This is an optimization exercise on Yosys and OpenROAD, whose aim is small area, a short achievable clock period and few clock cycles per item, not a production implementation.
Function was not checked in any run shown here: the RTL went through the layout flow alone.
Power and IR drop assume default switching activity.

==> flow/design.v <==
`default_nettype none
package adsr_pkg;
  localparam int LEVEL_W = 16;
  localparam int LEN_W   = 24;
  localparam logic [LEVEL_W-1:0] UNITY = 16'h8000;
  localparam logic [LEN_W-1:0]   ATTACK_RESET  = 24'd480;
  localparam logic [LEN_W-1:0]   DECAY_RESET   = 24'd12000;
  localparam logic [LEVEL_W-1:0] SUSTAIN_RESET = 16'd8192;
  localparam logic [LEN_W-1:0]   RELEASE_RESET = 24'd24000;
  localparam logic [2:0] PH_OFF     = 3'd0;
  localparam logic [2:0] PH_ATTACK  = 3'd1;
  localparam logic [2:0] PH_DECAY   = 3'd2;
  localparam logic [2:0] PH_SUSTAIN = 3'd3;
  localparam logic [2:0] PH_RELEASE = 3'd4;
  localparam logic [1:0] KIND_SAMPLE  = 2'd0;
  localparam logic [1:0] KIND_ATTACK  = 2'd1;
  localparam logic [1:0] KIND_RELEASE = 2'd2;
  localparam logic [1:0] KIND_OFF     = 2'd3;
  localparam logic [1:0] JOB_A = 2'd1;
  localparam logic [1:0] JOB_D = 2'd2;
  localparam logic [1:0] JOB_R = 2'd3;
endpackage
`default_nettype wire
`default_nettype none
module adsr_regs (
  input  wire         clk,
  input  wire         rst,
  input  wire         psel,
  input  wire         penable,
  input  wire         pwrite,
  input  wire  [3:0]  paddr,
  input  wire  [31:0] pwdata,
  output logic [31:0] prdata,
  output logic        pready,
  output logic [23:0] att_len,
  output logic [23:0] dec_len,
  output logic [15:0] sus_lvl,
  output logic [23:0] rel_len,
  output logic        cfg_wr
);
  logic [23:0] rd_q;
  assign pready = 1'b1;
  assign cfg_wr = psel && penable && pwrite;
  always_ff @(posedge clk) begin
    if (rst) begin
      att_len <= adsr_pkg::ATTACK_RESET;
      dec_len <= adsr_pkg::DECAY_RESET;
      sus_lvl <= adsr_pkg::SUSTAIN_RESET;
      rel_len <= adsr_pkg::RELEASE_RESET;
    end else if (cfg_wr) begin
      case (paddr[3:2])
        2'd0: att_len <= pwdata[23:0];
        2'd1: dec_len <= pwdata[23:0];
        2'd2: sus_lvl <= pwdata[15:0];
        default: rel_len <= pwdata[23:0];
      endcase
    end
  end
  always_ff @(posedge clk) begin
    case (paddr[3:2])
      2'd0: rd_q <= att_len;
      2'd1: rd_q <= dec_len;
      2'd2: rd_q <= {8'd0, sus_lvl};
      default: rd_q <= rel_len;
    endcase
  end
  assign prdata = {8'd0, rd_q};
endmodule
`default_nettype wire
`default_nettype none
module adsr_div (
  input  wire         clk,
  input  wire         start,
  input  wire  [15:0] m,
  input  wire  [23:0] len,
  input  wire         run,
  output logic [15:0] q,
  output logic [23:0] r
);
  logic [24:0] t;
  logic        ge;
  assign t  = {r, q[15]};
  assign ge = (t >= {1'b0, len});
  always_ff @(posedge clk) begin
    if (start) begin
      q <= m;
      r <= '0;
    end else if (run) begin
      r <= ge ? 24'(t - {1'b0, len}) : t[23:0];
      q <= {q[14:0], ge};
    end
  end
endmodule
`default_nettype wire
`default_nettype none
module adsr_mul (
  input  wire [15:0] s,
  input  wire [15:0] l,
  output wire [15:0] y
);
  wire t0 = (l[0] & s[0]);
  wire t1 = (l[0] & s[1]);
  wire t2 = (l[1] & s[0]);
  wire t3 = (l[0] & s[2]);
  wire t4 = (l[1] & s[1]);
  wire t5 = (l[2] & s[0]);
  wire t6 = (l[0] & s[3]);
  wire t7 = (l[1] & s[2]);
  wire t8 = (l[2] & s[1]);
  wire t9 = (l[3] & s[0]);
  wire t10 = (l[0] & s[4]);
  wire t11 = (l[1] & s[3]);
  wire t12 = (l[2] & s[2]);
  wire t13 = (l[3] & s[1]);
  wire t14 = (l[4] & s[0]);
  wire t15 = (l[0] & s[5]);
  wire t16 = (l[1] & s[4]);
  wire t17 = (l[2] & s[3]);
  wire t18 = (l[3] & s[2]);
  wire t19 = (l[4] & s[1]);
  wire t20 = (l[5] & s[0]);
  wire t21 = (l[0] & s[6]);
  wire t22 = (l[1] & s[5]);
  wire t23 = (l[2] & s[4]);
  wire t24 = (l[3] & s[3]);
  wire t25 = (l[4] & s[2]);
  wire t26 = (l[5] & s[1]);
  wire t27 = (l[6] & s[0]);
  wire t28 = (l[0] & s[7]);
  wire t29 = (l[1] & s[6]);
  wire t30 = (l[2] & s[5]);
  wire t31 = (l[3] & s[4]);
  wire t32 = (l[4] & s[3]);
  wire t33 = (l[5] & s[2]);
  wire t34 = (l[6] & s[1]);
  wire t35 = (l[7] & s[0]);
  wire t36 = (l[0] & s[8]);
  wire t37 = (l[1] & s[7]);
  wire t38 = (l[2] & s[6]);
  wire t39 = (l[3] & s[5]);
  wire t40 = (l[4] & s[4]);
  wire t41 = (l[5] & s[3]);
  wire t42 = (l[6] & s[2]);
  wire t43 = (l[7] & s[1]);
  wire t44 = (l[8] & s[0]);
  wire t45 = (l[0] & s[9]);
  wire t46 = (l[1] & s[8]);
  wire t47 = (l[2] & s[7]);
  wire t48 = (l[3] & s[6]);
  wire t49 = (l[4] & s[5]);
  wire t50 = (l[5] & s[4]);
  wire t51 = (l[6] & s[3]);
  wire t52 = (l[7] & s[2]);
  wire t53 = (l[8] & s[1]);
  wire t54 = (l[9] & s[0]);
  wire t55 = (l[0] & s[10]);
  wire t56 = (l[1] & s[9]);
  wire t57 = (l[2] & s[8]);
  wire t58 = (l[3] & s[7]);
  wire t59 = (l[4] & s[6]);
  wire t60 = (l[5] & s[5]);
  wire t61 = (l[6] & s[4]);
  wire t62 = (l[7] & s[3]);
  wire t63 = (l[8] & s[2]);
  wire t64 = (l[9] & s[1]);
  wire t65 = (l[10] & s[0]);
  wire t66 = (l[0] & s[11]);
  wire t67 = (l[1] & s[10]);
  wire t68 = (l[2] & s[9]);
  wire t69 = (l[3] & s[8]);
  wire t70 = (l[4] & s[7]);
  wire t71 = (l[5] & s[6]);
  wire t72 = (l[6] & s[5]);
  wire t73 = (l[7] & s[4]);
  wire t74 = (l[8] & s[3]);
  wire t75 = (l[9] & s[2]);
  wire t76 = (l[10] & s[1]);
  wire t77 = (l[11] & s[0]);
  wire t78 = (l[0] & s[12]);
  wire t79 = (l[1] & s[11]);
  wire t80 = (l[2] & s[10]);
  wire t81 = (l[3] & s[9]);
  wire t82 = (l[4] & s[8]);
  wire t83 = (l[5] & s[7]);
  wire t84 = (l[6] & s[6]);
  wire t85 = (l[7] & s[5]);
  wire t86 = (l[8] & s[4]);
  wire t87 = (l[9] & s[3]);
  wire t88 = (l[10] & s[2]);
  wire t89 = (l[11] & s[1]);
  wire t90 = (l[12] & s[0]);
  wire t91 = (l[0] & s[13]);
  wire t92 = (l[1] & s[12]);
  wire t93 = (l[2] & s[11]);
  wire t94 = (l[3] & s[10]);
  wire t95 = (l[4] & s[9]);
  wire t96 = (l[5] & s[8]);
  wire t97 = (l[6] & s[7]);
  wire t98 = (l[7] & s[6]);
  wire t99 = (l[8] & s[5]);
  wire t100 = (l[9] & s[4]);
  wire t101 = (l[10] & s[3]);
  wire t102 = (l[11] & s[2]);
  wire t103 = (l[12] & s[1]);
  wire t104 = (l[13] & s[0]);
  wire t105 = (l[0] & s[14]);
  wire t106 = (l[1] & s[13]);
  wire t107 = (l[2] & s[12]);
  wire t108 = (l[3] & s[11]);
  wire t109 = (l[4] & s[10]);
  wire t110 = (l[5] & s[9]);
  wire t111 = (l[6] & s[8]);
  wire t112 = (l[7] & s[7]);
  wire t113 = (l[8] & s[6]);
  wire t114 = (l[9] & s[5]);
  wire t115 = (l[10] & s[4]);
  wire t116 = (l[11] & s[3]);
  wire t117 = (l[12] & s[2]);
  wire t118 = (l[13] & s[1]);
  wire t119 = (l[14] & s[0]);
  wire t120 = ~(l[0] & s[15]);
  wire t121 = (l[1] & s[14]);
  wire t122 = (l[2] & s[13]);
  wire t123 = (l[3] & s[12]);
  wire t124 = (l[4] & s[11]);
  wire t125 = (l[5] & s[10]);
  wire t126 = (l[6] & s[9]);
  wire t127 = (l[7] & s[8]);
  wire t128 = (l[8] & s[7]);
  wire t129 = (l[9] & s[6]);
  wire t130 = (l[10] & s[5]);
  wire t131 = (l[11] & s[4]);
  wire t132 = (l[12] & s[3]);
  wire t133 = (l[13] & s[2]);
  wire t134 = (l[14] & s[1]);
  wire t135 = 1'b1;
  wire t136 = ~(l[1] & s[15]);
  wire t137 = (l[2] & s[14]);
  wire t138 = (l[3] & s[13]);
  wire t139 = (l[4] & s[12]);
  wire t140 = (l[5] & s[11]);
  wire t141 = (l[6] & s[10]);
  wire t142 = (l[7] & s[9]);
  wire t143 = (l[8] & s[8]);
  wire t144 = (l[9] & s[7]);
  wire t145 = (l[10] & s[6]);
  wire t146 = (l[11] & s[5]);
  wire t147 = (l[12] & s[4]);
  wire t148 = (l[13] & s[3]);
  wire t149 = (l[14] & s[2]);
  wire t150 = ~(l[2] & s[15]);
  wire t151 = (l[3] & s[14]);
  wire t152 = (l[4] & s[13]);
  wire t153 = (l[5] & s[12]);
  wire t154 = (l[6] & s[11]);
  wire t155 = (l[7] & s[10]);
  wire t156 = (l[8] & s[9]);
  wire t157 = (l[9] & s[8]);
  wire t158 = (l[10] & s[7]);
  wire t159 = (l[11] & s[6]);
  wire t160 = (l[12] & s[5]);
  wire t161 = (l[13] & s[4]);
  wire t162 = (l[14] & s[3]);
  wire t163 = ~(l[3] & s[15]);
  wire t164 = (l[4] & s[14]);
  wire t165 = (l[5] & s[13]);
  wire t166 = (l[6] & s[12]);
  wire t167 = (l[7] & s[11]);
  wire t168 = (l[8] & s[10]);
  wire t169 = (l[9] & s[9]);
  wire t170 = (l[10] & s[8]);
  wire t171 = (l[11] & s[7]);
  wire t172 = (l[12] & s[6]);
  wire t173 = (l[13] & s[5]);
  wire t174 = (l[14] & s[4]);
  wire t175 = ~(l[4] & s[15]);
  wire t176 = (l[5] & s[14]);
  wire t177 = (l[6] & s[13]);
  wire t178 = (l[7] & s[12]);
  wire t179 = (l[8] & s[11]);
  wire t180 = (l[9] & s[10]);
  wire t181 = (l[10] & s[9]);
  wire t182 = (l[11] & s[8]);
  wire t183 = (l[12] & s[7]);
  wire t184 = (l[13] & s[6]);
  wire t185 = (l[14] & s[5]);
  wire t186 = ~(l[5] & s[15]);
  wire t187 = (l[6] & s[14]);
  wire t188 = (l[7] & s[13]);
  wire t189 = (l[8] & s[12]);
  wire t190 = (l[9] & s[11]);
  wire t191 = (l[10] & s[10]);
  wire t192 = (l[11] & s[9]);
  wire t193 = (l[12] & s[8]);
  wire t194 = (l[13] & s[7]);
  wire t195 = (l[14] & s[6]);
  wire t196 = ~(l[6] & s[15]);
  wire t197 = (l[7] & s[14]);
  wire t198 = (l[8] & s[13]);
  wire t199 = (l[9] & s[12]);
  wire t200 = (l[10] & s[11]);
  wire t201 = (l[11] & s[10]);
  wire t202 = (l[12] & s[9]);
  wire t203 = (l[13] & s[8]);
  wire t204 = (l[14] & s[7]);
  wire t205 = ~(l[7] & s[15]);
  wire t206 = (l[8] & s[14]);
  wire t207 = (l[9] & s[13]);
  wire t208 = (l[10] & s[12]);
  wire t209 = (l[11] & s[11]);
  wire t210 = (l[12] & s[10]);
  wire t211 = (l[13] & s[9]);
  wire t212 = (l[14] & s[8]);
  wire t213 = ~(l[8] & s[15]);
  wire t214 = (l[9] & s[14]);
  wire t215 = (l[10] & s[13]);
  wire t216 = (l[11] & s[12]);
  wire t217 = (l[12] & s[11]);
  wire t218 = (l[13] & s[10]);
  wire t219 = (l[14] & s[9]);
  wire t220 = ~(l[9] & s[15]);
  wire t221 = (l[10] & s[14]);
  wire t222 = (l[11] & s[13]);
  wire t223 = (l[12] & s[12]);
  wire t224 = (l[13] & s[11]);
  wire t225 = (l[14] & s[10]);
  wire t226 = ~(l[10] & s[15]);
  wire t227 = (l[11] & s[14]);
  wire t228 = (l[12] & s[13]);
  wire t229 = (l[13] & s[12]);
  wire t230 = (l[14] & s[11]);
  wire t231 = ~(l[11] & s[15]);
  wire t232 = (l[12] & s[14]);
  wire t233 = (l[13] & s[13]);
  wire t234 = (l[14] & s[12]);
  wire t235 = ~(l[12] & s[15]);
  wire t236 = (l[13] & s[14]);
  wire t237 = (l[14] & s[13]);
  wire t238 = ~(l[13] & s[15]);
  wire t239 = (l[14] & s[14]);
  wire t240 = ~(l[14] & s[15]);
  wire t241 = 1'b1;
  wire t242 = t91 ^ t92;
  wire t243 = t91 & t92;
  wire t244 = t105 ^ t106 ^ t107;
  wire t245 = (t105 & t106) | (t105 & t107) | (t106 & t107);
  wire t246 = t108 ^ t109;
  wire t247 = t108 & t109;
  wire t248 = t120 ^ t121 ^ t122;
  wire t249 = (t120 & t121) | (t120 & t122) | (t121 & t122);
  wire t250 = t123 ^ t124 ^ t125;
  wire t251 = (t123 & t124) | (t123 & t125) | (t124 & t125);
  wire t252 = t126 ^ t127;
  wire t253 = t126 & t127;
  wire t254 = t136 ^ t137 ^ t138;
  wire t255 = (t136 & t137) | (t136 & t138) | (t137 & t138);
  wire t256 = t139 ^ t140 ^ t141;
  wire t257 = (t139 & t140) | (t139 & t141) | (t140 & t141);
  wire t258 = t150 ^ t151 ^ t152;
  wire t259 = (t150 & t151) | (t150 & t152) | (t151 & t152);
  wire t260 = t45 ^ t46;
  wire t261 = t45 & t46;
  wire t262 = t55 ^ t56 ^ t57;
  wire t263 = (t55 & t56) | (t55 & t57) | (t56 & t57);
  wire t264 = t58 ^ t59;
  wire t265 = t58 & t59;
  wire t266 = t66 ^ t67 ^ t68;
  wire t267 = (t66 & t67) | (t66 & t68) | (t67 & t68);
  wire t268 = t69 ^ t70 ^ t71;
  wire t269 = (t69 & t70) | (t69 & t71) | (t70 & t71);
  wire t270 = t72 ^ t73;
  wire t271 = t72 & t73;
  wire t272 = t78 ^ t79 ^ t80;
  wire t273 = (t78 & t79) | (t78 & t80) | (t79 & t80);
  wire t274 = t81 ^ t82 ^ t83;
  wire t275 = (t81 & t82) | (t81 & t83) | (t82 & t83);
  wire t276 = t84 ^ t85 ^ t86;
  wire t277 = (t84 & t85) | (t84 & t86) | (t85 & t86);
  wire t278 = t87 ^ t88;
  wire t279 = t87 & t88;
  wire t280 = t242 ^ t93 ^ t94;
  wire t281 = (t242 & t93) | (t242 & t94) | (t93 & t94);
  wire t282 = t95 ^ t96 ^ t97;
  wire t283 = (t95 & t96) | (t95 & t97) | (t96 & t97);
  wire t284 = t98 ^ t99 ^ t100;
  wire t285 = (t98 & t99) | (t98 & t100) | (t99 & t100);
  wire t286 = t101 ^ t102 ^ t103;
  wire t287 = (t101 & t102) | (t101 & t103) | (t102 & t103);
  wire t288 = t243 ^ t244 ^ t246;
  wire t289 = (t243 & t244) | (t243 & t246) | (t244 & t246);
  wire t290 = t110 ^ t111 ^ t112;
  wire t291 = (t110 & t111) | (t110 & t112) | (t111 & t112);
  wire t292 = t113 ^ t114 ^ t115;
  wire t293 = (t113 & t114) | (t113 & t115) | (t114 & t115);
  wire t294 = t116 ^ t117 ^ t118;
  wire t295 = (t116 & t117) | (t116 & t118) | (t117 & t118);
  wire t296 = t245 ^ t247 ^ t248;
  wire t297 = (t245 & t247) | (t245 & t248) | (t247 & t248);
  wire t298 = t250 ^ t252 ^ t128;
  wire t299 = (t250 & t252) | (t250 & t128) | (t252 & t128);
  wire t300 = t129 ^ t130 ^ t131;
  wire t301 = (t129 & t130) | (t129 & t131) | (t130 & t131);
  wire t302 = t132 ^ t133 ^ t134;
  wire t303 = (t132 & t133) | (t132 & t134) | (t133 & t134);
  wire t304 = t249 ^ t251 ^ t253;
  wire t305 = (t249 & t251) | (t249 & t253) | (t251 & t253);
  wire t306 = t254 ^ t256 ^ t142;
  wire t307 = (t254 & t256) | (t254 & t142) | (t256 & t142);
  wire t308 = t143 ^ t144 ^ t145;
  wire t309 = (t143 & t144) | (t143 & t145) | (t144 & t145);
  wire t310 = t146 ^ t147 ^ t148;
  wire t311 = (t146 & t147) | (t146 & t148) | (t147 & t148);
  wire t312 = t255 ^ t257 ^ t258;
  wire t313 = (t255 & t257) | (t255 & t258) | (t257 & t258);
  wire t314 = t153 ^ t154 ^ t155;
  wire t315 = (t153 & t154) | (t153 & t155) | (t154 & t155);
  wire t316 = t156 ^ t157 ^ t158;
  wire t317 = (t156 & t157) | (t156 & t158) | (t157 & t158);
  wire t318 = t159 ^ t160 ^ t161;
  wire t319 = (t159 & t160) | (t159 & t161) | (t160 & t161);
  wire t320 = t259 ^ t163 ^ t164;
  wire t321 = (t259 & t163) | (t259 & t164) | (t163 & t164);
  wire t322 = t165 ^ t166 ^ t167;
  wire t323 = (t165 & t166) | (t165 & t167) | (t166 & t167);
  wire t324 = t168 ^ t169 ^ t170;
  wire t325 = (t168 & t169) | (t168 & t170) | (t169 & t170);
  wire t326 = t171 ^ t172 ^ t173;
  wire t327 = (t171 & t172) | (t171 & t173) | (t172 & t173);
  wire t328 = t175 ^ t176 ^ t177;
  wire t329 = (t175 & t176) | (t175 & t177) | (t176 & t177);
  wire t330 = t178 ^ t179 ^ t180;
  wire t331 = (t178 & t179) | (t178 & t180) | (t179 & t180);
  wire t332 = t181 ^ t182 ^ t183;
  wire t333 = (t181 & t182) | (t181 & t183) | (t182 & t183);
  wire t334 = t186 ^ t187 ^ t188;
  wire t335 = (t186 & t187) | (t186 & t188) | (t187 & t188);
  wire t336 = t189 ^ t190 ^ t191;
  wire t337 = (t189 & t190) | (t189 & t191) | (t190 & t191);
  wire t338 = t196 ^ t197 ^ t198;
  wire t339 = (t196 & t197) | (t196 & t198) | (t197 & t198);
  wire t340 = t21 ^ t22;
  wire t341 = t21 & t22;
  wire t342 = t28 ^ t29 ^ t30;
  wire t343 = (t28 & t29) | (t28 & t30) | (t29 & t30);
  wire t344 = t31 ^ t32;
  wire t345 = t31 & t32;
  wire t346 = t36 ^ t37 ^ t38;
  wire t347 = (t36 & t37) | (t36 & t38) | (t37 & t38);
  wire t348 = t39 ^ t40 ^ t41;
  wire t349 = (t39 & t40) | (t39 & t41) | (t40 & t41);
  wire t350 = t42 ^ t43;
  wire t351 = t42 & t43;
  wire t352 = t260 ^ t47 ^ t48;
  wire t353 = (t260 & t47) | (t260 & t48) | (t47 & t48);
  wire t354 = t49 ^ t50 ^ t51;
  wire t355 = (t49 & t50) | (t49 & t51) | (t50 & t51);
  wire t356 = t52 ^ t53 ^ t54;
  wire t357 = (t52 & t53) | (t52 & t54) | (t53 & t54);
  wire t358 = t261 ^ t262 ^ t264;
  wire t359 = (t261 & t262) | (t261 & t264) | (t262 & t264);
  wire t360 = t60 ^ t61 ^ t62;
  wire t361 = (t60 & t61) | (t60 & t62) | (t61 & t62);
  wire t362 = t63 ^ t64 ^ t65;
  wire t363 = (t63 & t64) | (t63 & t65) | (t64 & t65);
  wire t364 = t263 ^ t265 ^ t266;
  wire t365 = (t263 & t265) | (t263 & t266) | (t265 & t266);
  wire t366 = t268 ^ t270 ^ t74;
  wire t367 = (t268 & t270) | (t268 & t74) | (t270 & t74);
  wire t368 = t75 ^ t76 ^ t77;
  wire t369 = (t75 & t76) | (t75 & t77) | (t76 & t77);
  wire t370 = t267 ^ t269 ^ t271;
  wire t371 = (t267 & t269) | (t267 & t271) | (t269 & t271);
  wire t372 = t272 ^ t274 ^ t276;
  wire t373 = (t272 & t274) | (t272 & t276) | (t274 & t276);
  wire t374 = t278 ^ t89 ^ t90;
  wire t375 = (t278 & t89) | (t278 & t90) | (t89 & t90);
  wire t376 = t273 ^ t275 ^ t277;
  wire t377 = (t273 & t275) | (t273 & t277) | (t275 & t277);
  wire t378 = t279 ^ t280 ^ t282;
  wire t379 = (t279 & t280) | (t279 & t282) | (t280 & t282);
  wire t380 = t284 ^ t286 ^ t104;
  wire t381 = (t284 & t286) | (t284 & t104) | (t286 & t104);
  wire t382 = t281 ^ t283 ^ t285;
  wire t383 = (t281 & t283) | (t281 & t285) | (t283 & t285);
  wire t384 = t287 ^ t288 ^ t290;
  wire t385 = (t287 & t288) | (t287 & t290) | (t288 & t290);
  wire t386 = t292 ^ t294 ^ t119;
  wire t387 = (t292 & t294) | (t292 & t119) | (t294 & t119);
  wire t388 = t289 ^ t291 ^ t293;
  wire t389 = (t289 & t291) | (t289 & t293) | (t291 & t293);
  wire t390 = t295 ^ t296 ^ t298;
  wire t391 = (t295 & t296) | (t295 & t298) | (t296 & t298);
  wire t392 = t300 ^ t302 ^ t135;
  wire t393 = (t300 & t302) | (t300 & t135) | (t302 & t135);
  wire t394 = t297 ^ t299 ^ t301;
  wire t395 = (t297 & t299) | (t297 & t301) | (t299 & t301);
  wire t396 = t303 ^ t304 ^ t306;
  wire t397 = (t303 & t304) | (t303 & t306) | (t304 & t306);
  wire t398 = t308 ^ t310 ^ t149;
  wire t399 = (t308 & t310) | (t308 & t149) | (t310 & t149);
  wire t400 = t305 ^ t307 ^ t309;
  wire t401 = (t305 & t307) | (t305 & t309) | (t307 & t309);
  wire t402 = t311 ^ t312 ^ t314;
  wire t403 = (t311 & t312) | (t311 & t314) | (t312 & t314);
  wire t404 = t316 ^ t318 ^ t162;
  wire t405 = (t316 & t318) | (t316 & t162) | (t318 & t162);
  wire t406 = t313 ^ t315 ^ t317;
  wire t407 = (t313 & t315) | (t313 & t317) | (t315 & t317);
  wire t408 = t319 ^ t320 ^ t322;
  wire t409 = (t319 & t320) | (t319 & t322) | (t320 & t322);
  wire t410 = t324 ^ t326 ^ t174;
  wire t411 = (t324 & t326) | (t324 & t174) | (t326 & t174);
  wire t412 = t321 ^ t323 ^ t325;
  wire t413 = (t321 & t323) | (t321 & t325) | (t323 & t325);
  wire t414 = t327 ^ t328 ^ t330;
  wire t415 = (t327 & t328) | (t327 & t330) | (t328 & t330);
  wire t416 = t332 ^ t184 ^ t185;
  wire t417 = (t332 & t184) | (t332 & t185) | (t184 & t185);
  wire t418 = t329 ^ t331 ^ t333;
  wire t419 = (t329 & t331) | (t329 & t333) | (t331 & t333);
  wire t420 = t334 ^ t336 ^ t192;
  wire t421 = (t334 & t336) | (t334 & t192) | (t336 & t192);
  wire t422 = t193 ^ t194 ^ t195;
  wire t423 = (t193 & t194) | (t193 & t195) | (t194 & t195);
  wire t424 = t335 ^ t337 ^ t338;
  wire t425 = (t335 & t337) | (t335 & t338) | (t337 & t338);
  wire t426 = t199 ^ t200 ^ t201;
  wire t427 = (t199 & t200) | (t199 & t201) | (t200 & t201);
  wire t428 = t202 ^ t203 ^ t204;
  wire t429 = (t202 & t203) | (t202 & t204) | (t203 & t204);
  wire t430 = t339 ^ t205 ^ t206;
  wire t431 = (t339 & t205) | (t339 & t206) | (t205 & t206);
  wire t432 = t207 ^ t208 ^ t209;
  wire t433 = (t207 & t208) | (t207 & t209) | (t208 & t209);
  wire t434 = t210 ^ t211 ^ t212;
  wire t435 = (t210 & t211) | (t210 & t212) | (t211 & t212);
  wire t436 = t213 ^ t214 ^ t215;
  wire t437 = (t213 & t214) | (t213 & t215) | (t214 & t215);
  wire t438 = t216 ^ t217 ^ t218;
  wire t439 = (t216 & t217) | (t216 & t218) | (t217 & t218);
  wire t440 = t220 ^ t221 ^ t222;
  wire t441 = (t220 & t221) | (t220 & t222) | (t221 & t222);
  wire t442 = t10 ^ t11;
  wire t443 = t10 & t11;
  wire t444 = t15 ^ t16 ^ t17;
  wire t445 = (t15 & t16) | (t15 & t17) | (t16 & t17);
  wire t446 = t18 ^ t19;
  wire t447 = t18 & t19;
  wire t448 = t340 ^ t23 ^ t24;
  wire t449 = (t340 & t23) | (t340 & t24) | (t23 & t24);
  wire t450 = t25 ^ t26 ^ t27;
  wire t451 = (t25 & t26) | (t25 & t27) | (t26 & t27);
  wire t452 = t341 ^ t342 ^ t344;
  wire t453 = (t341 & t342) | (t341 & t344) | (t342 & t344);
  wire t454 = t33 ^ t34 ^ t35;
  wire t455 = (t33 & t34) | (t33 & t35) | (t34 & t35);
  wire t456 = t343 ^ t345 ^ t346;
  wire t457 = (t343 & t345) | (t343 & t346) | (t345 & t346);
  wire t458 = t348 ^ t350 ^ t44;
  wire t459 = (t348 & t350) | (t348 & t44) | (t350 & t44);
  wire t460 = t347 ^ t349 ^ t351;
  wire t461 = (t347 & t349) | (t347 & t351) | (t349 & t351);
  wire t462 = t352 ^ t354 ^ t356;
  wire t463 = (t352 & t354) | (t352 & t356) | (t354 & t356);
  wire t464 = t353 ^ t355 ^ t357;
  wire t465 = (t353 & t355) | (t353 & t357) | (t355 & t357);
  wire t466 = t358 ^ t360 ^ t362;
  wire t467 = (t358 & t360) | (t358 & t362) | (t360 & t362);
  wire t468 = t359 ^ t361 ^ t363;
  wire t469 = (t359 & t361) | (t359 & t363) | (t361 & t363);
  wire t470 = t364 ^ t366 ^ t368;
  wire t471 = (t364 & t366) | (t364 & t368) | (t366 & t368);
  wire t472 = t365 ^ t367 ^ t369;
  wire t473 = (t365 & t367) | (t365 & t369) | (t367 & t369);
  wire t474 = t370 ^ t372 ^ t374;
  wire t475 = (t370 & t372) | (t370 & t374) | (t372 & t374);
  wire t476 = t371 ^ t373 ^ t375;
  wire t477 = (t371 & t373) | (t371 & t375) | (t373 & t375);
  wire t478 = t376 ^ t378 ^ t380;
  wire t479 = (t376 & t378) | (t376 & t380) | (t378 & t380);
  wire t480 = t377 ^ t379 ^ t381;
  wire t481 = (t377 & t379) | (t377 & t381) | (t379 & t381);
  wire t482 = t382 ^ t384 ^ t386;
  wire t483 = (t382 & t384) | (t382 & t386) | (t384 & t386);
  wire t484 = t383 ^ t385 ^ t387;
  wire t485 = (t383 & t385) | (t383 & t387) | (t385 & t387);
  wire t486 = t388 ^ t390 ^ t392;
  wire t487 = (t388 & t390) | (t388 & t392) | (t390 & t392);
  wire t488 = t389 ^ t391 ^ t393;
  wire t489 = (t389 & t391) | (t389 & t393) | (t391 & t393);
  wire t490 = t394 ^ t396 ^ t398;
  wire t491 = (t394 & t396) | (t394 & t398) | (t396 & t398);
  wire t492 = t395 ^ t397 ^ t399;
  wire t493 = (t395 & t397) | (t395 & t399) | (t397 & t399);
  wire t494 = t400 ^ t402 ^ t404;
  wire t495 = (t400 & t402) | (t400 & t404) | (t402 & t404);
  wire t496 = t401 ^ t403 ^ t405;
  wire t497 = (t401 & t403) | (t401 & t405) | (t403 & t405);
  wire t498 = t406 ^ t408 ^ t410;
  wire t499 = (t406 & t408) | (t406 & t410) | (t408 & t410);
  wire t500 = t407 ^ t409 ^ t411;
  wire t501 = (t407 & t409) | (t407 & t411) | (t409 & t411);
  wire t502 = t412 ^ t414 ^ t416;
  wire t503 = (t412 & t414) | (t412 & t416) | (t414 & t416);
  wire t504 = t413 ^ t415 ^ t417;
  wire t505 = (t413 & t415) | (t413 & t417) | (t415 & t417);
  wire t506 = t418 ^ t420 ^ t422;
  wire t507 = (t418 & t420) | (t418 & t422) | (t420 & t422);
  wire t508 = t419 ^ t421 ^ t423;
  wire t509 = (t419 & t421) | (t419 & t423) | (t421 & t423);
  wire t510 = t424 ^ t426 ^ t428;
  wire t511 = (t424 & t426) | (t424 & t428) | (t426 & t428);
  wire t512 = t425 ^ t427 ^ t429;
  wire t513 = (t425 & t427) | (t425 & t429) | (t427 & t429);
  wire t514 = t430 ^ t432 ^ t434;
  wire t515 = (t430 & t432) | (t430 & t434) | (t432 & t434);
  wire t516 = t431 ^ t433 ^ t435;
  wire t517 = (t431 & t433) | (t431 & t435) | (t433 & t435);
  wire t518 = t436 ^ t438 ^ t219;
  wire t519 = (t436 & t438) | (t436 & t219) | (t438 & t219);
  wire t520 = t437 ^ t439 ^ t440;
  wire t521 = (t437 & t439) | (t437 & t440) | (t439 & t440);
  wire t522 = t223 ^ t224 ^ t225;
  wire t523 = (t223 & t224) | (t223 & t225) | (t224 & t225);
  wire t524 = t441 ^ t226 ^ t227;
  wire t525 = (t441 & t226) | (t441 & t227) | (t226 & t227);
  wire t526 = t228 ^ t229 ^ t230;
  wire t527 = (t228 & t229) | (t228 & t230) | (t229 & t230);
  wire t528 = t231 ^ t232 ^ t233;
  wire t529 = (t231 & t232) | (t231 & t233) | (t232 & t233);
  wire t530 = t6 ^ t7;
  wire t531 = t6 & t7;
  wire t532 = t442 ^ t12 ^ t13;
  wire t533 = (t442 & t12) | (t442 & t13) | (t12 & t13);
  wire t534 = t443 ^ t444 ^ t446;
  wire t535 = (t443 & t444) | (t443 & t446) | (t444 & t446);
  wire t536 = t445 ^ t447 ^ t448;
  wire t537 = (t445 & t447) | (t445 & t448) | (t447 & t448);
  wire t538 = t449 ^ t451 ^ t452;
  wire t539 = (t449 & t451) | (t449 & t452) | (t451 & t452);
  wire t540 = t453 ^ t455 ^ t456;
  wire t541 = (t453 & t455) | (t453 & t456) | (t455 & t456);
  wire t542 = t457 ^ t459 ^ t460;
  wire t543 = (t457 & t459) | (t457 & t460) | (t459 & t460);
  wire t544 = t461 ^ t463 ^ t464;
  wire t545 = (t461 & t463) | (t461 & t464) | (t463 & t464);
  wire t546 = t465 ^ t467 ^ t468;
  wire t547 = (t465 & t467) | (t465 & t468) | (t467 & t468);
  wire t548 = t469 ^ t471 ^ t472;
  wire t549 = (t469 & t471) | (t469 & t472) | (t471 & t472);
  wire t550 = t473 ^ t475 ^ t476;
  wire t551 = (t473 & t475) | (t473 & t476) | (t475 & t476);
  wire t552 = t477 ^ t479 ^ t480;
  wire t553 = (t477 & t479) | (t477 & t480) | (t479 & t480);
  wire t554 = t481 ^ t483 ^ t484;
  wire t555 = (t481 & t483) | (t481 & t484) | (t483 & t484);
  wire t556 = t485 ^ t487 ^ t488;
  wire t557 = (t485 & t487) | (t485 & t488) | (t487 & t488);
  wire t558 = t489 ^ t491 ^ t492;
  wire t559 = (t489 & t491) | (t489 & t492) | (t491 & t492);
  wire t560 = t493 ^ t495 ^ t496;
  wire t561 = (t493 & t495) | (t493 & t496) | (t495 & t496);
  wire t562 = t497 ^ t499 ^ t500;
  wire t563 = (t497 & t499) | (t497 & t500) | (t499 & t500);
  wire t564 = t501 ^ t503 ^ t504;
  wire t565 = (t501 & t503) | (t501 & t504) | (t503 & t504);
  wire t566 = t505 ^ t507 ^ t508;
  wire t567 = (t505 & t507) | (t505 & t508) | (t507 & t508);
  wire t568 = t509 ^ t511 ^ t512;
  wire t569 = (t509 & t511) | (t509 & t512) | (t511 & t512);
  wire t570 = t513 ^ t515 ^ t516;
  wire t571 = (t513 & t515) | (t513 & t516) | (t515 & t516);
  wire t572 = t517 ^ t519 ^ t520;
  wire t573 = (t517 & t519) | (t517 & t520) | (t519 & t520);
  wire t574 = t521 ^ t523 ^ t524;
  wire t575 = (t521 & t523) | (t521 & t524) | (t523 & t524);
  wire t576 = t525 ^ t527 ^ t528;
  wire t577 = (t525 & t527) | (t525 & t528) | (t527 & t528);
  wire t578 = t529 ^ t235 ^ t236;
  wire t579 = (t529 & t235) | (t529 & t236) | (t235 & t236);
  wire t580 = t3 ^ t4;
  wire t581 = t3 & t4;
  wire t582 = t530 ^ t8 ^ t9;
  wire t583 = (t530 & t8) | (t530 & t9) | (t8 & t9);
  wire t584 = t531 ^ t532 ^ t14;
  wire t585 = (t531 & t532) | (t531 & t14) | (t532 & t14);
  wire t586 = t533 ^ t534 ^ t20;
  wire t587 = (t533 & t534) | (t533 & t20) | (t534 & t20);
  wire t588 = t535 ^ t536 ^ t450;
  wire t589 = (t535 & t536) | (t535 & t450) | (t536 & t450);
  wire t590 = t537 ^ t538 ^ t454;
  wire t591 = (t537 & t538) | (t537 & t454) | (t538 & t454);
  wire t592 = t539 ^ t540 ^ t458;
  wire t593 = (t539 & t540) | (t539 & t458) | (t540 & t458);
  wire t594 = t541 ^ t542 ^ t462;
  wire t595 = (t541 & t542) | (t541 & t462) | (t542 & t462);
  wire t596 = t543 ^ t544 ^ t466;
  wire t597 = (t543 & t544) | (t543 & t466) | (t544 & t466);
  wire t598 = t545 ^ t546 ^ t470;
  wire t599 = (t545 & t546) | (t545 & t470) | (t546 & t470);
  wire t600 = t547 ^ t548 ^ t474;
  wire t601 = (t547 & t548) | (t547 & t474) | (t548 & t474);
  wire t602 = t549 ^ t550 ^ t478;
  wire t603 = (t549 & t550) | (t549 & t478) | (t550 & t478);
  wire t604 = t551 ^ t552 ^ t482;
  wire t605 = (t551 & t552) | (t551 & t482) | (t552 & t482);
  wire t606 = t553 ^ t554 ^ t486;
  wire t607 = (t553 & t554) | (t553 & t486) | (t554 & t486);
  wire t608 = t555 ^ t556 ^ t490;
  wire t609 = (t555 & t556) | (t555 & t490) | (t556 & t490);
  wire t610 = t557 ^ t558 ^ t494;
  wire t611 = (t557 & t558) | (t557 & t494) | (t558 & t494);
  wire t612 = t559 ^ t560 ^ t498;
  wire t613 = (t559 & t560) | (t559 & t498) | (t560 & t498);
  wire t614 = t561 ^ t562 ^ t502;
  wire t615 = (t561 & t562) | (t561 & t502) | (t562 & t502);
  wire t616 = t563 ^ t564 ^ t506;
  wire t617 = (t563 & t564) | (t563 & t506) | (t564 & t506);
  wire t618 = t565 ^ t566 ^ t510;
  wire t619 = (t565 & t566) | (t565 & t510) | (t566 & t510);
  wire t620 = t567 ^ t568 ^ t514;
  wire t621 = (t567 & t568) | (t567 & t514) | (t568 & t514);
  wire t622 = t569 ^ t570 ^ t518;
  wire t623 = (t569 & t570) | (t569 & t518) | (t570 & t518);
  wire t624 = t571 ^ t572 ^ t522;
  wire t625 = (t571 & t572) | (t571 & t522) | (t572 & t522);
  wire t626 = t573 ^ t574 ^ t526;
  wire t627 = (t573 & t574) | (t573 & t526) | (t574 & t526);
  wire t628 = t575 ^ t576 ^ t234;
  wire t629 = (t575 & t576) | (t575 & t234) | (t576 & t234);
  wire t630 = t577 ^ t578 ^ t237;
  wire t631 = (t577 & t578) | (t577 & t237) | (t578 & t237);
  wire t632 = t579 ^ t238 ^ t239;
  wire t633 = (t579 & t238) | (t579 & t239) | (t238 & t239);
  wire [30:0] ra = {t241, t633, t631, t629, t627, t625, t623, t621, t619, t617, t615, t613, t611, t609, t607, t605, t603, t601, t599, t597, t595, t593, t591, t589, t587, t585, t583, t581, t580, t1, t0};
  wire [30:0] rb = {1'b0, t240, t632, t630, t628, t626, t624, t622, t620, t618, t616, t614, t612, t610, t608, t606, t604, t602, t600, t598, t596, t594, t592, t590, t588, t586, t584, t582, t5, t2, 1'b0};
  wire [30:0] p = ra + rb;
  assign y = l[15] ? s : p[30:15];
endmodule
`default_nettype wire
`default_nettype none
module adsr_dp (
  input  wire         clk,
  input  wire         rst,
  input  wire  [23:0] att_len,
  input  wire  [23:0] dec_len,
  input  wire  [15:0] sus_lvl,
  input  wire  [23:0] rel_len,
  input  wire         cfg_wr,
  input  wire         s_axis_tvalid,
  output logic        s_axis_tready,
  input  wire  [23:0] s_axis_tdata,
  input  wire  [1:0]  s_axis_tuser,
  output logic        m_axis_tvalid,
  input  wire         m_axis_tready,
  output logic [39:0] m_axis_tdata
);
  localparam logic [15:0] UNITY = adsr_pkg::UNITY;
  logic [2:0]  phase;
  logic [23:0] pos;
  logic [15:0] q;
  logic [23:0] r;
  logic [15:0] cur_level;
  logic [15:0] rsl;
  logic [15:0] st_q;
  logic [23:0] st_r;
  logic        cur_ok;
  logic        eng_busy;
  logic        eng_ok;
  logic [1:0]  eng_tag;
  logic [3:0]  eng_cnt;
  logic [15:0] eng_q;
  logic [23:0] eng_r;
  logic        need_sync;
  logic        sync_on;
  logic [1:0]  sync_ph;     
  logic [4:0]  sync_idx;
  logic        chg;
  logic [15:0] s_cl;
  assign s_cl = (sus_lvl > UNITY) ? UNITY : sus_lvl;
  logic ramp;
  assign ramp = (phase == adsr_pkg::PH_ATTACK) || (phase == adsr_pkg::PH_DECAY) ||
                (phase == adsr_pkg::PH_RELEASE);
  logic [23:0] len;
  always_comb begin
    case (phase)
      adsr_pkg::PH_ATTACK:  len = att_len;
      adsr_pkg::PH_DECAY:   len = dec_len;
      adsr_pkg::PH_RELEASE: len = rel_len;
      default:              len = '0;
    endcase
  end
  logic [25:0] a0, a1;    
  logic        a0_v, a1_v;
  logic        take;      
  assign s_axis_tready = !a1_v;
  logic push, pop;
  assign push = s_axis_tvalid && !a1_v && !rst;
  assign pop  = take && a0_v;
  always_ff @(posedge clk) begin
    if (rst) begin
      a0_v <= 1'b0;
      a1_v <= 1'b0;
    end else begin
      if (pop || !a0_v) begin
        a0_v <= a1_v || push;
        a1_v <= 1'b0;
      end else if (push) begin
        a1_v <= 1'b1;
      end
    end
  end
  always_ff @(posedge clk) begin
    if (pop || !a0_v) a0 <= a1_v ? a1 : {s_axis_tuser, s_axis_tdata};
    if (!a1_v) a1 <= {s_axis_tuser, s_axis_tdata};
  end
  logic        bc_v;
  logic [1:0]  bc_kind;
  logic [7:0]  bc_a;        
  logic [15:0] bc_smp;
  logic        bc_first;    
  logic [2:0]  bc_ae;       
  logic [23:0] bc_rho;      
  logic [24:0] bc_rhom;     
  logic [15:0] bc_dq;       
  logic        c_fire;      
  logic        c_done;      
  logic [7:0]  b_a;
  logic [2:0]  b_ae;
  logic [26:0] b_t;
  logic [27:0] b_d1, b_d2, b_d3;
  logic [23:0] b_rho;
  logic [1:0]  b_k;
  logic [15:0] b_aq;
  logic b_blk, b_part, b_self, bc_ld;
  assign b_blk  = bc_v && (sync_on || ((bc_kind == adsr_pkg::KIND_SAMPLE) && ramp &&
                                       (chg || !cur_ok || need_sync)));
  assign b_part = bc_v && (bc_kind == adsr_pkg::KIND_SAMPLE) && ramp && (bc_a > 8'd4);
  assign b_self = b_blk || b_part;
  assign take   = !b_self && (!bc_v || c_done);
  assign bc_ld  = take || b_blk || c_fire;
  logic [15:0] b_q;
  logic [23:0] b_r;
  logic [27:0] b_d4;
  logic [24:0] b_rhom;
  always_comb begin
    if (!b_self)     b_a = a0[23:16];
    else if (b_blk)  b_a = bc_a;
    else             b_a = bc_a - 8'd4;
    if (sync_on)           b_ae = (sync_ph == 2'd0) ? 3'd2 : 3'd1;
    else if (b_a > 8'd4)   b_ae = 3'd4;
    else                   b_ae = b_a[2:0];
    b_q = (sync_on && sync_ph == 2'd0) ? q : st_q;
    b_r = (sync_on && sync_ph == 2'd0) ? r : st_r;
    case (b_ae)
      3'd1:    b_t = 27'(b_r);
      3'd2:    b_t = 27'({b_r, 1'b0});
      3'd3:    b_t = 27'(b_r) + 27'({b_r, 1'b0});
      3'd4:    b_t = 27'({b_r, 2'b0});
      default: b_t = '0;
    endcase
    case (b_ae)
      3'd1:    b_aq = b_q;
      3'd2:    b_aq = {b_q[14:0], 1'b0};
      3'd3:    b_aq = b_q + {b_q[14:0], 1'b0};
      3'd4:    b_aq = {b_q[13:0], 2'b0};
      default: b_aq = '0;
    endcase
    b_d1 = {1'b0, b_t} - 28'(len);
    b_d2 = {1'b0, b_t} - 28'({len, 1'b0});
    b_d3 = {1'b0, b_t} - (28'(len) + 28'({len, 1'b0}));
    b_d4 = {1'b0, b_t} - 28'({len, 2'b0});
    if (!b_d3[27])      begin b_k = 2'd3; b_rho = b_d3[23:0]; b_rhom = b_d4[24:0]; end
    else if (!b_d2[27]) begin b_k = 2'd2; b_rho = b_d2[23:0]; b_rhom = b_d3[24:0]; end
    else if (!b_d1[27]) begin b_k = 2'd1; b_rho = b_d1[23:0]; b_rhom = b_d2[24:0]; end
    else                begin b_k = 2'd0; b_rho = b_t[23:0];  b_rhom = b_d1[24:0]; end
  end
  always_ff @(posedge clk) begin
    if (rst) begin
      bc_v <= 1'b0;
    end else if (take) begin
      bc_v <= a0_v;
    end else if (c_done) begin
      bc_v <= 1'b0;
    end
  end
  always_ff @(posedge clk) begin
    if (take) begin
      bc_kind  <= a0[25:24];
      bc_smp   <= a0[15:0];
      bc_first <= 1'b1;
    end else if (c_fire) begin
      bc_first <= 1'b0;
    end
    if (bc_ld) begin
      bc_a   <= b_a;
      bc_ae  <= b_ae;
      bc_rho <= b_rho;
      bc_rhom <= b_rhom;
      bc_dq  <= b_aq + 16'(b_k);
    end
  end
  logic        hold;
  logic        is_smp;
  logic [24:0] p_sum;
  logic        p_end;
  logic [2:0]  ph_next;
  logic        last_part;
  assign hold   = m_axis_tvalid && !m_axis_tready;
  assign is_smp = (bc_kind == adsr_pkg::KIND_SAMPLE);
  assign c_fire = bc_v && !hold && !b_blk;
  assign p_sum = {1'b0, pos} + 25'(bc_ae);
  assign p_end = (p_sum >= {1'b0, len});
  assign last_part = !ramp || p_end || (bc_a <= 8'd4);
  assign c_done = c_fire && (!is_smp || last_part);
  always_comb begin
    ph_next = phase;
    if (p_end) begin
      case (phase)
        adsr_pkg::PH_ATTACK:  ph_next = adsr_pkg::PH_DECAY;
        adsr_pkg::PH_DECAY:   ph_next = adsr_pkg::PH_SUSTAIN;
        adsr_pkg::PH_RELEASE: ph_next = adsr_pkg::PH_OFF;
        default: ;
      endcase
    end
  end
  logic [24:0] s0;
  logic [25:0] s1;
  logic        s_c;
  logic [23:0] r_new;
  logic [15:0] q_a, q_b, q_new;
  assign s0    = {1'b0, r} + {1'b0, bc_rho};
  assign s1    = {2'b0, r} + {bc_rhom[24], bc_rhom};
  assign s_c   = !s1[25];
  assign r_new = s_c ? s1[23:0] : s0[23:0];
  assign q_a   = q + bc_dq;
  assign q_b   = q + bc_dq + 16'd1;
  assign q_new = s_c ? q_b : q_a;
  logic        len_z;
  logic [15:0] level;
  assign len_z = (len == '0);
  always_comb begin
    case (phase)
      adsr_pkg::PH_ATTACK:  level = len_z ? UNITY : q;
      adsr_pkg::PH_DECAY:   level = len_z ? UNITY : 16'(UNITY - q);
      adsr_pkg::PH_SUSTAIN: level = s_cl;
      adsr_pkg::PH_RELEASE: level = len_z ? 16'd0 : 16'(rsl - q - 16'(r != '0));
      default:              level = '0;
    endcase
  end
  logic        div_start;
  logic [1:0]  job;
  logic [15:0] job_m;
  logic [23:0] div_len;
  logic [1:0]  need_tag;
  logic        need_cur;
  logic        take_eng;
  assign need_tag = (phase == adsr_pkg::PH_ATTACK) ? adsr_pkg::JOB_A :
                    (phase == adsr_pkg::PH_DECAY)  ? adsr_pkg::JOB_D : adsr_pkg::JOB_R;
  assign need_cur = ramp && !cur_ok;
  assign take_eng = need_cur && eng_ok && (eng_tag == need_tag);
  assign job      = need_cur ? need_tag :
                    ((phase == adsr_pkg::PH_ATTACK) ? adsr_pkg::JOB_D : adsr_pkg::JOB_A);
  assign div_start = !take_eng && !((eng_busy || eng_ok) && (eng_tag == job));
  always_comb begin
    case (job)
      adsr_pkg::JOB_A: job_m = UNITY;
      adsr_pkg::JOB_D: job_m = 16'(UNITY - s_cl);
      default:         job_m = rsl;
    endcase
    case (eng_tag)
      adsr_pkg::JOB_A: div_len = att_len;
      adsr_pkg::JOB_D: div_len = dec_len;
      default:         div_len = rel_len;
    endcase
  end
  adsr_div u_div (
    .clk   (clk),
    .start (div_start),
    .m     (job_m),
    .len   (div_len),
    .run   (eng_busy),
    .q     (eng_q),
    .r     (eng_r)
  );
  logic        cd_v;
  logic [15:0] cd_smp;
  logic [15:0] cd_lvl;
  logic [2:0]  cd_ph;
  logic        cd_act;
  logic        sync_start;
  assign sync_start = !sync_on && need_sync && ramp && cur_ok &&
                      !(bc_v && !is_smp);
  always_ff @(posedge clk) begin
    if (rst) begin
      phase     <= adsr_pkg::PH_OFF;
      cur_level <= '0;
      cur_ok    <= 1'b0;
      eng_busy  <= 1'b0;
      eng_ok    <= 1'b0;
      eng_tag   <= 2'd0;
      eng_cnt   <= '0;
      need_sync <= 1'b0;
      sync_on   <= 1'b0;
      chg       <= 1'b1;
    end else begin
      chg <= 1'b0;
      if (eng_busy) begin
        eng_cnt <= eng_cnt + 4'd1;
        if (eng_cnt == 4'd15) begin
          eng_busy <= 1'b0;
          eng_ok   <= 1'b1;
        end
      end
      if (take_eng) begin
        st_q   <= eng_q;
        st_r   <= eng_r;
        cur_ok <= 1'b1;
        eng_ok <= 1'b0;
        chg    <= 1'b1;
      end else if (div_start) begin
        eng_busy <= 1'b1;
        eng_ok   <= 1'b0;
        eng_tag  <= job;
        eng_cnt  <= '0;
      end
      if (need_sync && !ramp) need_sync <= 1'b0;
      if (sync_start) begin
        sync_on   <= 1'b1;
        sync_ph   <= 2'd0;
        sync_idx  <= 5'd23;
        need_sync <= 1'b0;
        q         <= '0;
        r         <= '0;
        if ({1'b0, pos} > {1'b0, len}) pos <= len;
        chg       <= 1'b1;
      end
      if (sync_on) begin
        case (sync_ph)
          2'd0: sync_ph <= 2'd1;
          2'd1: begin
            q       <= bc_dq;
            r       <= bc_rho;
            sync_ph <= 2'd2;
          end
          default: begin
            if (pos[sync_idx]) begin
              q <= q_new;
              r <= r_new;
            end
            sync_ph  <= 2'd0;
            sync_idx <= sync_idx - 5'd1;
            if (sync_idx == 5'd0) begin
              sync_on <= 1'b0;
              chg     <= 1'b1;
            end
          end
        endcase
      end
      if (c_fire) begin
        case (bc_kind)
          adsr_pkg::KIND_ATTACK: begin
            phase     <= adsr_pkg::PH_ATTACK;
            cur_level <= '0;
            pos       <= '0;
            q         <= '0;
            r         <= '0;
            need_sync <= 1'b0;
            chg       <= 1'b1;
            if (eng_ok && eng_tag == adsr_pkg::JOB_A) begin
              st_q   <= eng_q;
              st_r   <= eng_r;
              cur_ok <= 1'b1;
              eng_ok <= 1'b0;
            end else begin
              cur_ok <= 1'b0;
            end
          end
          adsr_pkg::KIND_RELEASE: begin
            phase     <= adsr_pkg::PH_RELEASE;
            rsl       <= cur_level;
            pos       <= '0;
            q         <= '0;
            r         <= '0;
            need_sync <= 1'b0;
            chg       <= 1'b1;
            cur_ok    <= 1'b0;
            if (eng_tag == adsr_pkg::JOB_R) begin
              eng_busy <= 1'b0;
              eng_ok   <= 1'b0;
            end
          end
          adsr_pkg::KIND_OFF: begin
            phase     <= adsr_pkg::PH_OFF;
            need_sync <= 1'b0;
            chg       <= 1'b1;
          end
          default: begin
            if (bc_first) cur_level <= level;
            if (ramp) begin
              if (p_end) begin
                phase <= ph_next;
                pos   <= '0;
                q     <= '0;
                r     <= '0;
                chg   <= 1'b1;
                if (phase == adsr_pkg::PH_ATTACK && eng_ok && eng_tag == adsr_pkg::JOB_D) begin
                  st_q   <= eng_q;
                  st_r   <= eng_r;
                  cur_ok <= 1'b1;
                  eng_ok <= 1'b0;
                end else begin
                  cur_ok <= 1'b0;
                end
              end else begin
                pos <= p_sum[23:0];
                q   <= q_new;
                r   <= r_new;
              end
            end
          end
        endcase
      end
      if (cfg_wr) begin
        cur_ok    <= 1'b0;
        eng_busy  <= 1'b0;
        eng_ok    <= 1'b0;
        sync_on   <= 1'b0;
        need_sync <= 1'b1;
        chg       <= 1'b1;
      end
    end
  end
  always_ff @(posedge clk) begin
    if (rst) begin
      cd_v <= 1'b0;
    end else if (!hold) begin
      cd_v <= c_done && is_smp;
    end
  end
  always_ff @(posedge clk) begin
    if (c_done && is_smp) begin
      cd_smp <= bc_smp;
      cd_lvl <= bc_first ? level : cur_level;
      cd_ph  <= phase;
      cd_act <= (ph_next != adsr_pkg::PH_OFF);
    end
  end
  logic [15:0] scaled;
  adsr_mul u_mul (
    .s (cd_smp),
    .l (cd_lvl),
    .y (scaled)
  );
  always_ff @(posedge clk) begin
    if (rst) begin
      m_axis_tvalid <= 1'b0;
    end else if (!hold) begin
      m_axis_tvalid <= cd_v;
    end
  end
  always_ff @(posedge clk) begin
    if (!hold) begin
      m_axis_tdata <= {4'b0, cd_act, cd_ph, cd_lvl, scaled};
    end
  end
endmodule
`default_nettype wire
`default_nettype none
module adsr_envelope_generator #(
  parameter int POSITION_BITS = 24
) (
  input  wire         clk,
  input  wire         rst,
  input  wire         psel,
  input  wire         penable,
  input  wire         pwrite,
  input  wire  [3:0]  paddr,
  input  wire  [31:0] pwdata,
  output logic [31:0] prdata,
  output logic        pready,
  input  wire         s_axis_tvalid,
  output logic        s_axis_tready,
  input  wire  [23:0] s_axis_tdata,   
  input  wire  [1:0]  s_axis_tuser,   
  output logic        m_axis_tvalid,
  input  wire         m_axis_tready,
  output logic [39:0] m_axis_tdata    
);
  logic [23:0] att_len, dec_len, rel_len;
  logic [15:0] sus_lvl;
  logic        cfg_wr;
  adsr_regs u_regs (
    .clk     (clk),
    .rst     (rst),
    .psel    (psel),
    .penable (penable),
    .pwrite  (pwrite),
    .paddr   (paddr),
    .pwdata  (pwdata),
    .prdata  (prdata),
    .pready  (pready),
    .att_len (att_len),
    .dec_len (dec_len),
    .sus_lvl (sus_lvl),
    .rel_len (rel_len),
    .cfg_wr  (cfg_wr)
  );
  adsr_dp u_dp (
    .clk           (clk),
    .rst           (rst),
    .att_len       (att_len),
    .dec_len       (dec_len),
    .sus_lvl       (sus_lvl),
    .rel_len       (rel_len),
    .cfg_wr        (cfg_wr),
    .s_axis_tvalid (s_axis_tvalid),
    .s_axis_tready (s_axis_tready),
    .s_axis_tdata  (s_axis_tdata),
    .s_axis_tuser  (s_axis_tuser),
    .m_axis_tvalid (m_axis_tvalid),
    .m_axis_tready (m_axis_tready),
    .m_axis_tdata  (m_axis_tdata)
  );
endmodule
`default_nettype wire
==> flow/flow/run.sh <==
#!/bin/bash
# standard synthesis, then the standard layout with a larger setup margin for repair_timing
set -euo pipefail
bash standard.sh synth > synth.log 2>&1
bash standard.sh SETUP_SLACK_MARGIN=7 finish > layout.log 2>&1
==> flow/standard.sh <==
#!/bin/bash
# synth_recipe.tcl (not shown) runs the flow's synth.tcl, then flattens the netlist and writes it again
# the make line also repeats each setting of config.mk as NAME=value (left out here)
make -C /OpenROAD-flow-scripts/flow DESIGN_CONFIG=/design/flow/config.mk WORK_HOME=/design/flow/orfs CLKGATE_MAP_FILE= SYNTH_SCRIPT=/design/flow/synth_recipe.tcl "${@:-finish}"
==> flow/config.mk <==
export PLATFORM = sky130hd
export DESIGN_NAME = adsr_envelope_generator
export DESIGN_NICKNAME = adsr_envelope_generator
export VERILOG_FILES = /design/flow/design.v
export SDC_FILE = /design/flow/constraint.sdc
export NUM_CORES = 4
export LEC_CHECK = 0
export CAP_MARGIN = 20
export CORE_MARGIN = 2
export CORE_UTILIZATION = 40
export SLEW_MARGIN = 20
==> flow/constraint.sdc <==
create_clock -name core_clock -period 13.0 [get_ports {clk}]
set_input_delay 2.6000 -clock core_clock [delete_from_list [all_inputs] [get_ports {clk}]]
set_output_delay 2.6000 -clock core_clock [all_outputs]
set_load 0.01 [all_outputs]
==> summary.txt, run 1 <==
Slowest-stage cell, CP or4_4; maxcap violations 0; DP HPWL 106000 um; Clock Latency Late Sink 0.66 ns; number of global-route vias before repair 39932; part of the power in the clock network 0.265; R2R depth 34; EDFF count, synth 335; CP max FO 6; WL per Instance 22.0 um; die footprint 119000 um^2; DRT iter0 DRCs 3529; vias per cell 5.86; setup TNS 0 ns; Crit path required time 13.37 ns; Syn Inst Count 5203; chip height 345 um; PwrDens 136 nW/um^2; register area share after synthesis 0.302; nets@finish 6124; Syn-to-layout area delta 20.1%; Final Cycle Share 0.588; Clk pin slew, worst setup/hold paths 0.06 ns; final clock skew 0.0402 ns; clock tree root driver cell clkbuf_16; die width 345 um; Max clock buf depth 3; min-delay worst type reg2reg; gpl congestion 0.915; Synth Area per Inst 8.95 um^2; flop and latch count out of synthesis 534; Slew @ Worst Pin 1.14 ns; fmax 0.131 GHz; Internal Dissipation 4790 uW; Max stage delay on crit path 0.52 ns; WS Path Type reg2reg; combinational fraction of design power 0.447; Yosys Warn Count 3; RSZ-0062 raised after global routing true; CP startpoint kind flop; dpl ws 3.30 ns; library cells used by synthesis 102; Max VDD drop 0.0000955 V; Final setup viols 0; Routed Antenna Nets 0; Slew headroom 0.233; site row count 125; vias post-DR 41240; fraction of registers with async set/reset 0; Remaining DRCs 0; clock sink count 534; Fin. Hold Viols 0; DRT Wirelength 155000 um; LEAKAGE 0.0229 uW; Sw Ratio 0.372; post-route worst setup slack 5.35 ns; hold path depth 0; CTS Buf Count 66; ys flop type edfxtp_1; Flop pwr share 0.289; remaining global-route overflow 0; Critical Path AT 8.02 ns; status no timing/DRC/antenna violations; synth top area cells edfxtp_1 22%, ha_1 10%, fa_1 9.3%; share of layout cells above drive strength 1 0.146; post-synth top area cell edfxtp_1; Core ar. 116000 um^2; WHS 0.411 ns; Global Route Usage Sum 0.255; largest net degree at the start of global routing 82; first-pass GRT wire length 238000 um; net switching power 2840 uW; IO Port Bufs 120; synthesized area 46600 um^2; CP Capture Type flop; initial antenna violation count 3; Max H-tree Level 3; Detailed Routing Iterations Pass 1 6; min Tclk post-route 7.65 ns; share of Yosys cell area claimed by the top area cell type 0.216; cts hold-fix bufs 0; initial core utilization 0.402; max-slew violations 0; I/O pin cnt 144; CTS tree done
## per-layer routing
layer,share of wire,wire (um),vias up,global-route usage
met3,0.070,10900,312,0.0405
met1,0.42,65200,20222,0.331
met4,0.040,6210,0,0.0942
li1,-,-,19137,-
met5,0,0,-,0
met2,0.47,72800,1569,0.428
## area by class of cell
cell class / count / area, um^2
repair buffers: 438 / 4380
inverters: 377 / 1460
clock buffers: 84 / 1770
flip-flops and latches: 534 / 14100
well taps: 1524 / 1910
repair inverters: 3 / 23.8
multi-input cells: 4043 / 31700
diodes: 1 / 2.50
fillers: 10888 / 60000
clock inverters: 38 / 556
## power by group through the flow
stage	sequential (uW)	clock, uW	combinational, uW
after floorplan	2160	0	2360
after global placement	2240	0	2990
after detailed placement	2240	0	3040
after CTS	2200	2050	3270
after global routing	2210	2110	3780
final	2200	2020	3410
## worst max-delay path: cells and delay by family (launching register included)
kind / cells / cell delay, ns
XOR/XNOR: 1 / 0.18
AND/OR/NAND/NOR: 7 / 2.13
flip-flops: 1 / 0.42
adder cells (fa/ha/maj): 3 / 0.62
buffers and inverters: 7 / 0.93
AO/OA/AOI/OAI: 16 / 3.09
## cell usage after synthesis, types with 20 or more instances
cell type and instances:
nand2_1 578, a21oi_1 427, ha_1 375, inv_1 375
nor2_1 364, edfxtp_1 335, o21ai_0 269, fa_1 217
and2_1 214, clkbuf_1 208, dfxtp_1 199, xnor2_1 176
a21o_1 109, nor3_1 108, nand3_1 95, xor2_1 94
a22oi_1 83, mux2i_1 79, a22o_1 46, a211oi_1 44
nor2b_1 44, nand2b_1 40, o211ai_1 40, o21a_1 40
mux2_2 34, or3_1 34, a31oi_1 32, o21bai_1 31
nand4_1 28, and3_1 25, o22ai_1 24, mux4_2 23
o31ai_1 23, a221oi_1 20, buf_1 20, nor4_1 20
## stage by stage
stage	instances	utilization	cell area (um^2)	total power, uW
floorplan	5214	-	47400	4520
global placement	6680	0.431	50000	5230
detailed placement	6680	0.431	50000	5280
CTS	7013	0.477	55300	7520
global route	7041	0.482	55900	8110
finish	7042	0.482	55900	7620
## flip-flops by register name (all words and copies together) (netlist names), 24 cells and up, named ones only
signal	cells
u_dp.pos	24
u_regs.dec_len	24
u_dp.a0	26
u_dp.bc_rho	24
u_dp.st_r	24
u_dp.r	24
u_regs.att_len	24
u_regs.rel_len	24
u_dp.bc_rhom	25
u_regs.rd_q	24
u_dp.u_div.r	24
u_dp.a1	26
u_dp.m_axis_tdata	36
## logic make-up (layout without fill, tap and decap cells)
logic type	Yosys count	in the layout	share of synthesized area
AO/OA/AOI/OAI	1410	1411	0.198
multiplexers	145	145	0.0385
adder cells (fa/ha/maj)	592	592	0.194
AND/OR/NAND/NOR	1611	1612	0.163
other	2	14	0.000161
flip-flops	534	534	0.302
XOR/XNOR	270	270	0.0508
buffers and inverters	639	940	0.0538
## layout by cell type (no fill, tap or decap), drive strengths merged, types with 94 or more instances in the layout
master and instances:
a21o 110, a21oi 427, xnor2 176, buf 308, ha 375, nand2 580
clkdlybuf4s50 118, xor2 94, and2 215, nor3 110, o21ai 287, edfxtp 335
inv 383, dfxtp 199, fa 217, nor2 364, nand3 96
## final timing paths
kind / start / end / slack (ns)
max reg2reg: u_dp.bc_kind[0]$_DFFE_PP_ / u_dp.bc_dq[15]$_DFFE_PP_ / 5.35
max: u_dp.bc_kind[0]$_DFFE_PP_ / u_dp.bc_dq[15]$_DFFE_PP_ / 5.35
min: u_dp.bc_smp[4]$_DFFE_PP_ / u_dp.cd_smp[4]$_DFFE_PP_ / 0.41
min reg2reg: u_dp.bc_smp[4]$_DFFE_PP_ / u_dp.cd_smp[4]$_DFFE_PP_ / 0.41
## repair_timing
item	in CTS	in global routing
gates resized for setup	220	71
gates cloned	19	1
setup buffers	192	27
setup endpoints to repair	96	203
pin swaps	110	66
==> run 2: changes to the inputs <==
==> flow/run.sh (new file) <==
#!/bin/bash
# synth_recipe.tcl (not shown) runs the flow's synth.tcl, then flattens the netlist and writes it again
# the make line also repeats each setting of config.mk as NAME=value (left out here)
make -C /OpenROAD-flow-scripts/flow DESIGN_CONFIG=/design/flow/config.mk WORK_HOME=/design/flow/orfs CLKGATE_MAP_FILE= SYNTH_SCRIPT=/design/flow/synth_recipe.tcl finish
--- a/flow/config.mk
+++ b/flow/config.mk
@@ -8,4 +8,5 @@
 export CAP_MARGIN = 20
 export CORE_MARGIN = 2
 export CORE_UTILIZATION = 40
+export SETUP_SLACK_MARGIN = 5
 export SLEW_MARGIN = 20
removed: flow/flow/run.sh
removed: flow/standard.sh
==> run 2 against run 1 <==
  * Register-to-register slack worse by 0.21 ns
  * Setup slack worse by 0.21 ns
  * Power down 4.6%
  * Cell count down 1.8%
  * Clock skew up 0.0072 ns
  * Core utilization down 1.8 points
  * Critical path type unchanged
  * Still clean
==> summary.txt, run 2 <==
Sw Ratio 0.377 (+0.00486); share of Yosys cell area claimed by the top area cell type 0.216 (unchanged); placed cell count 6684 (+0.060%); synthesized area 46600 um^2 (unchanged); adder-cell share of the synthesized area 0.194 (unchanged); die width 345 um (unchanged); Slowest-stage cell, CP edfxtp_1; Post-Synth Simple-Gate Area 0.163 (unchanged); initial core utilization 0.402 (unchanged); Routed Antenna Nets 0 (unchanged); Slew @ Worst Pin 1.11 ns (-0.0379 ns); largest net degree at the start of global routing 83 (+1.2%); Max stage delay on crit path 0.43 ns (-0.09 ns); library cells used by synthesis 102 (unchanged); Clk pin slew, worst setup/hold paths 0.06 ns (about the same); WL per Instance 21.7 um (-1.5%); combinational fraction of design power 0.429 (-0.018); site row count 125 (unchanged); first-pass GRT wire length 228000 um (-4.1%); CP Capture Type flop; fraction of registers with async set/reset 0 (unchanged); vias per cell 5.84 (-0.35%); Synth Area per Inst 8.95 um^2 (unchanged); Critical Path AT 8.22 ns (+0.20 ns); largest family of logic cells by synthesized area compound AO/OA/AOI/OAI gates; register area share after synthesis 0.302 (unchanged); Compound-Gate Fraction of Synth Area 0.198 (unchanged); clock sink count 534 (unchanged); final clock skew 0.0474 ns (+0.00724 ns); maxcap violations 0 (unchanged); Detailed Routing Iterations Pass 1 7 (+1); Fin. Hold Viols 0 (unchanged); Global Route Usage Sum 0.243 (-0.0120); clock tree root driver cell clkbuf_16; Crit path required time 13.37 ns (about the same); top post-synthesis cells by count 578 x nand2_1, 427 x a21oi_1, 375 x ha_1, 375 x inv_1, 364 x nor2_1; # diodes 0 (-1); I/O pin cnt 144 (unchanged); part of the power in the clock network 0.267 (+0.002); LEAKAGE 0.0220 uW (-4.0%); dpl ws 2.34 ns (-0.965 ns); Max H-tree Level 3 (unchanged); PwrDens 135 nW/um^2 (-1.0%); chip height 345 um (unchanged); most frequent cells in the layout 570 x nand2_1, 409 x a21oi_1, 364 x inv_1; post-synthesis mux area share 0.0385 (unchanged); share of layout cells above drive strength 1 0.106 (-0.0398); setup TNS 0 ns (unchanged); CTS tree done; Hold EP u_dp.cd_smp[4]$_DFFE_PP_; Max VDD drop 0.0000855 V (-10%); vias post-DR 40350 (-2.2%); Flop pwr share 0.304 (+0.015); EDFF count, synth 335 (unchanged); min Tclk post-route 7.86 ns (+0.208 ns); flop and latch count out of synthesis 534 (unchanged); max reg flops 36 (unchanged); Post-Synth XOR/XNOR Area 0.0508 (unchanged); R2R depth 42 (+24%); status no timing/DRC/antenna violations; hold path depth 0 (unchanged); Yosys Warn Count 3 (unchanged); gpl congestion 0.933 (+2.0%); IO Port Bufs 120 (unchanged); min-delay src u_dp.bc_smp[4]$_DFFE_PP_; most common cell after layout, fill and taps aside nand2_1; top-count cell post-synth nand2_1; die footprint 119000 um^2 (unchanged); Final setup viols 0 (unchanged); min-delay worst type reg2reg; max-slew violations 0 (unchanged)
-- run 2: routing by layer --
metal | part of all wire | track usage | up-vias | routed length [um]
met5 | 0 | 0 | - | 0
met4 | 0.045 | 0.106 | 0 | 6690
met3 | 0.065 | 0.0373 | 311 | 9740
met2 | 0.47 | 0.398 | 1424 | 69900
met1 | 0.42 | 0.318 | 19761 | 63800
li1 | - | - | 18854 | -
-- run 2: logic make-up (layout without fill, tap and decap cells) --
family                   Yosys count  in the layout
XOR/XNOR                         270            270
other                              2             13
AO/OA/AOI/OAI                   1410           1410
AND/OR/NAND/NOR                 1611           1611
multiplexers                     145            145
adder cells (fa/ha/maj)          592            592
buffers and inverters            639            815
flip-flops                       534            534
-- run 2: worst max path at each step --
stage	start	to	slack [ns]	cells after the start
floorplan	u_dp.sync_ph[1]$_SDFFCE_PN0P_	u_dp.bc_dq[10]$_DFFE_PP_	5.00	41
global placement	u_dp.phase[1]$_SDFFE_PP0P_	u_dp.bc_dq[10]$_DFFE_PP_	2.51	32
detailed placement	u_dp.phase[1]$_SDFFE_PP0P_	u_dp.bc_dq[10]$_DFFE_PP_	2.34	32
CTS	u_dp.sync_ph[0]$_SDFFCE_PN0P_	u_dp.bc_dq[9]$_DFFE_PP_	5.01	37
global route	u_dp.sync_ph[0]$_SDFFCE_PN0P_	u_dp.bc_dq[13]$_DFFE_PP_	4.90	42
finish	u_dp.sync_ph[0]$_SDFFCE_PN0P_	u_dp.bc_dq[13]$_DFFE_PP_	5.14	42
-- run 2: metrics by stage --
step / cell area (um^2) / power (uW)
finish: 53900 / 7270
global route: 53900 / 7740
CTS: 53000 / 7230
detailed placement: 49400 / 5190
global placement: 49400 / 5140
floorplan: 46600 / 4410
-- run 2: critical path: cells and delay by family, from the launching register on --
family / cells / cell delay [ns]
AOI/OAI and AO/OA: 15 / 2.45
xor gates and xnor gates: 2 / 0.35
adders and majority gates: 4 / 1.02
muxes: 1 / 0.25
DFF: 1 / 0.43
and+or+nand+nor: 11 / 1.90
buffers and inverters: 9 / 1.20
-- run 2: timing repair --
action                     CTS  global route
gates cloned                 7             2
setup endpoints to repair   65            36
resized for setup          135            98
setup buffers               62            38
pin swaps                   40            56
-- run 2: area by class of cell --
class	instances	area [um^2]
Clock buffer	79	1780
Clock inverter	41	457
Fill cell	11150	62000
Inverter	377	1430
Multi-Input combinational cell	4041	31100
Sequential cell	534	14100
Tap cell	1524	1910
Timing Repair Buffer	318	3080
-- run 2: power by group through the flow --
stage / Sequential, uW / Clock, uW / Combinational [uW]
after floorplan: 2160 / 0 / 2250
after global placement: 2240 / 0 / 2900
after detailed placement: 2240 / 0 / 2950
after CTS: 2210 / 1980 / 3050
after global routing: 2230 / 2040 / 3480
final: 2210 / 1940 / 3120

Re-timed with assumed drivers on the ports (clkbuf_16 on the clock, buf_2 on other inputs), run 2 has 5.143 ns of setup slack against 5.143 ns with ideal ports, and 5.143 ns once port delays also move by the mid clock arrival of 0.714 ns.
